This is an optimization exercise on Yosys and OpenROAD, whose aim is small area, a short achievable clock period and few clock cycles, not a production implementation.
In this exercise RTL edits were held to simulation tests only and were not proved equivalent to the original.
Power is estimated from default activity; no workload was simulated.

Design fb_backend_top, start of the top module:
module fb_backend_top (
    input  logic        clk,
    input  logic        rst,
    input  logic [64:0] cfg,
    input  logic        cmd_valid,
    input  logic [1:0]  cmd,
    input  logic        wr_valid,
    input  logic [6:0]  wr_pos,
    input  logic [31:0] wr_color,
    input  logic [15:0] wr_depth,
    input  logic        rd_valid,
    input  logic [6:0]  rd_pos,
    input  logic        fb_swapped,
    output logic        color_rd_valid,
    output logic [31:0] color_rd_data,
    output logic        depth_rd_valid,
    output logic [15:0] depth_rd_data,
    output logic        busy,
    output logic        swap_fb,
    output logic        cmd_done
);
For scale: ~7,800 cells after synthesis, roughly 4,100 flip-flops, roughly 190 I/O pins, roughly 150,000 um^2 of cells after synthesis.
Settings: LEC_CHECK=0, CAP_MARGIN=20, CORE_MARGIN=2, CORE_UTILIZATION=40, CTS_CLUSTER_DIAMETER=100, CTS_CLUSTER_SIZE=24, GPL_ROUTABILITY_DRIVEN=0, SETUP_SLACK_MARGIN=3.2, SLEW_MARGIN=20, SYNTH_HIERARCHICAL=1, SYNTH_MINIMUM_KEEP_SIZE=0; clock period 6.0 ns.
run.sh (not shown) runs the stock make flow with config.mk's settings and CLKGATE_MAP_FILE= SYNTH_SCRIPT=/design/flow/synth_recipe.tcl, a recipe that flattens the netlist after the stock synthesis.
Testbench counts at the start, summed over its fixed seeds: cycles 4,796.
Then changed:
Settings changed: CTS_CLUSTER_SIZE 24 to 28, GPL_ROUTABILITY_DRIVEN 0 to not set.
Effect: Synthesized area does not change; fmax came out lower by 4.0%; clock skew came out lower by 0.019 ns; clock-buffer cell count came out lower by 47; clock power came out lower by about 6%; setup slack loses 0.13 ns; wire length came out lower by 3.0%; total power came out lower by 2.2%; critical path depth came out lower by 6.
Then changed:
==> flow/flow/run.sh (new file) <==
#!/bin/bash
# The standard layout, with the port buffers that buffer_ports inserts made
# plain buffers (buf_4) instead of the delay cell it picks on its own; the
# resizer then sizes them like any other buffer.
set -euo pipefail
export BUFFER_PORTS_ARGS="-buffer_cell sky130_fd_sc_hd__buf_4"
bash standard.sh finish > standard.log 2>&1
==> flow/standard.sh (new file) <==
#!/bin/bash
# synth_recipe.tcl (not shown) runs the flow's synth.tcl, then flattens the netlist and writes it again
# the make line also repeats each setting of config.mk as NAME=value (left out here)
make -C /OpenROAD-flow-scripts/flow DESIGN_CONFIG=/design/flow/config.mk WORK_HOME=/design/flow/orfs CLKGATE_MAP_FILE= SYNTH_SCRIPT=/design/flow/synth_recipe.tcl "${@:-finish}"
Settings changed: CTS_CLUSTER_SIZE 28 to 24.
removed: flow/run.sh
- clock power rises by about 6%
- final cell count went down by 0.87%
- clock-buffer cell count goes up by 39
- cell area is lower by about 0.8%

Setup of branch fjord:
fb_backend_top, a different RTL version from the one above (not shown whole).
Size: roughly 6700 cells after synthesis, roughly 4100 flip-flops.
Settings: LEC_CHECK=0, CAP_MARGIN=20, CORE_MARGIN=2, CORE_UTILIZATION=40, SETUP_SLACK_MARGIN=2.5, SLEW_MARGIN=20; clock period 6.0 ns.
Stock flow here: none of the scripts above is used.
branch fjord: no failed stages, no open violations at the end
Testbench counts of branch fjord, summed over its fixed seeds: cycles 4,796.
[inputs] branch delta vs branch fjord
Settings: SETUP_SLACK_MARGIN changed from 2.5 to 3.0; CTS_CLUSTER_SIZE newly set to 30; CTS_CLUSTER_DIAMETER newly set to 100.
Findings:
- Re non-clock buffer instance count of the final layout: branch fjord was lower than branch delta.
- Remaining max-slew budget at the tightest pin, branch fjord and branch delta: larger value in branch fjord
- Compared with branch fjord, branch delta shows a switching portion of total power that is 0.70 points higher.
- [diff] post-detailed-routing wire length, branch delta relative to branch fjord: regression
- Looking at post-route met1 wirelength, branch delta sits 5.2% higher than branch fjord does.

fb_backend_top with an RTL version that a note above also has.
Size in the first run: ~7800 cells after synthesis.
==> flow/config.mk <==
export PLATFORM = sky130hd
export DESIGN_NAME = fb_backend_top
export DESIGN_NICKNAME = fb_backend_top
export VERILOG_FILES = /design/flow/design.v
export SDC_FILE = /design/flow/constraint.sdc
export NUM_CORES = 4
export LEC_CHECK = 0
export CAP_MARGIN = 20
export CORE_MARGIN = 2
export CORE_UTILIZATION = 40
export CTS_CLUSTER_DIAMETER = 100
export CTS_CLUSTER_SIZE = 24
export SETUP_SLACK_MARGIN = 3.0
export SLEW_MARGIN = 20
export SYNTH_HIERARCHICAL = 1
export SYNTH_MINIMUM_KEEP_SIZE = 0
==> flow/constraint.sdc <==
create_clock -name core_clock -period 6.0 [get_ports {clk}]
set_input_delay 1.2000 -clock core_clock [delete_from_list [all_inputs] [get_ports {clk}]]
set_output_delay 1.2000 -clock core_clock [all_outputs]
set_load 0.01 [all_outputs]
Testbench counts at the start, summed over its fixed seeds: cycles 4,796.
Edit:
Settings changed: CORE_UTILIZATION 40 to 50.
What happened: The new run passed the timing, DRC and antenna checks; first-iteration DRC count shrinks by 15%; cell count shrinks by 8.0%; utilization grows by 11 points.
Edit:
Settings changed: CORE_UTILIZATION 50 to 40, PLACE_DENSITY from default to 0.66, SETUP_SLACK_MARGIN 3.0 to 3.2.
Setup slack gets better by 0.23 ns; hold slack gains 0.12 ns; cell count is higher by 8.8%; register-to-register slack gains 0.22 ns; global-route usage fell by 4.6 points; maximum frequency grows by 7.7%; routed wire length rose by 10%; core utilization goes down by 9.8 points; final area rose by 4.2%.
Edit:
==> flow/flow/run.sh (new file) <==
#!/bin/bash
# The standard layout, with the port buffers that buffer_ports inserts made
# plain buffers (buf_4) instead of the delay cell it picks on its own; the
# resizer then sizes them like any other buffer.
set -euo pipefail
export BUFFER_PORTS_ARGS="-buffer_cell sky130_fd_sc_hd__buf_4"
bash standard.sh finish > standard.log 2>&1
==> flow/standard.sh (new file) <==
#!/bin/bash
# synth_recipe.tcl (not shown) runs the flow's synth.tcl, then flattens the netlist and writes it again
# the make line also repeats each setting of config.mk as NAME=value (left out here)
make -C /OpenROAD-flow-scripts/flow DESIGN_CONFIG=/design/flow/config.mk WORK_HOME=/design/flow/orfs CLKGATE_MAP_FILE= SYNTH_SCRIPT=/design/flow/synth_recipe.tcl "${@:-finish}"
Settings changed: PLACE_DENSITY 0.66 to default, SETUP_SLACK_MARGIN 3.2 to 3.0.
removed: flow/run.sh
Result: Worst setup slack degrades by 0.13 ns. Final cell count is lower by 0.99%. Design area is lower by about 3%. First-iteration DRC count is lower by about 3.7%. Core utilization is lower by 1.4 points. Sequential share of layout area is higher by 2.0 points. Synthesized cell count is unchanged. Clock skew is higher by 0.0090 ns. Power is lower by 0.48%.

==> re-timing with driven ports <==
The results above use ideal ports. As a check the final layouts listed here were re-extracted and re-timed, cells and wires unchanged. Step 1: set_driving_cell puts a clkbuf_16 on clk and a buf_2 on each other input, an assumption about the parent block. Step 2 times the ports against the registers' clock, not the clock port: input delays grow and output delays shrink by t, the midpoint of the rising clock arrivals with the driver on. Three values: ideal ports, drivers, drivers and shift; two values: the first two.
run	shift t [ns]	slack for setup (ns)	worst setup path after step 2
the first run of note 1	1.038	2.936 / 2.899 / 1.861	input to register
the second run of note 1	1.038	2.808 / 2.895 / 1.856	input to register
the third run of note 1	1.040	2.907 / 2.924 / 1.884	input to register
branch fjord	1.039	2.408 / 2.395 / 1.356	input to register
branch delta	1.000	2.687 / 2.397 / 1.397	input to register
the first run of note 3	1.042	2.770 / 2.771 / 1.730	input to register
the second run of note 3	1.020	2.773 / 2.788 / 1.768	input to register
the third run of note 3	1.029	3.002 / 2.891 / 1.862	input to register
the fourth run of note 3	1.015	2.870 / 2.786 / 1.771	input to register
After both steps setup and hold are still met in every run listed. The setup slack of branch delta, which loses most, moves by -0.290 ns with the drivers and by -1.290 ns with both steps.
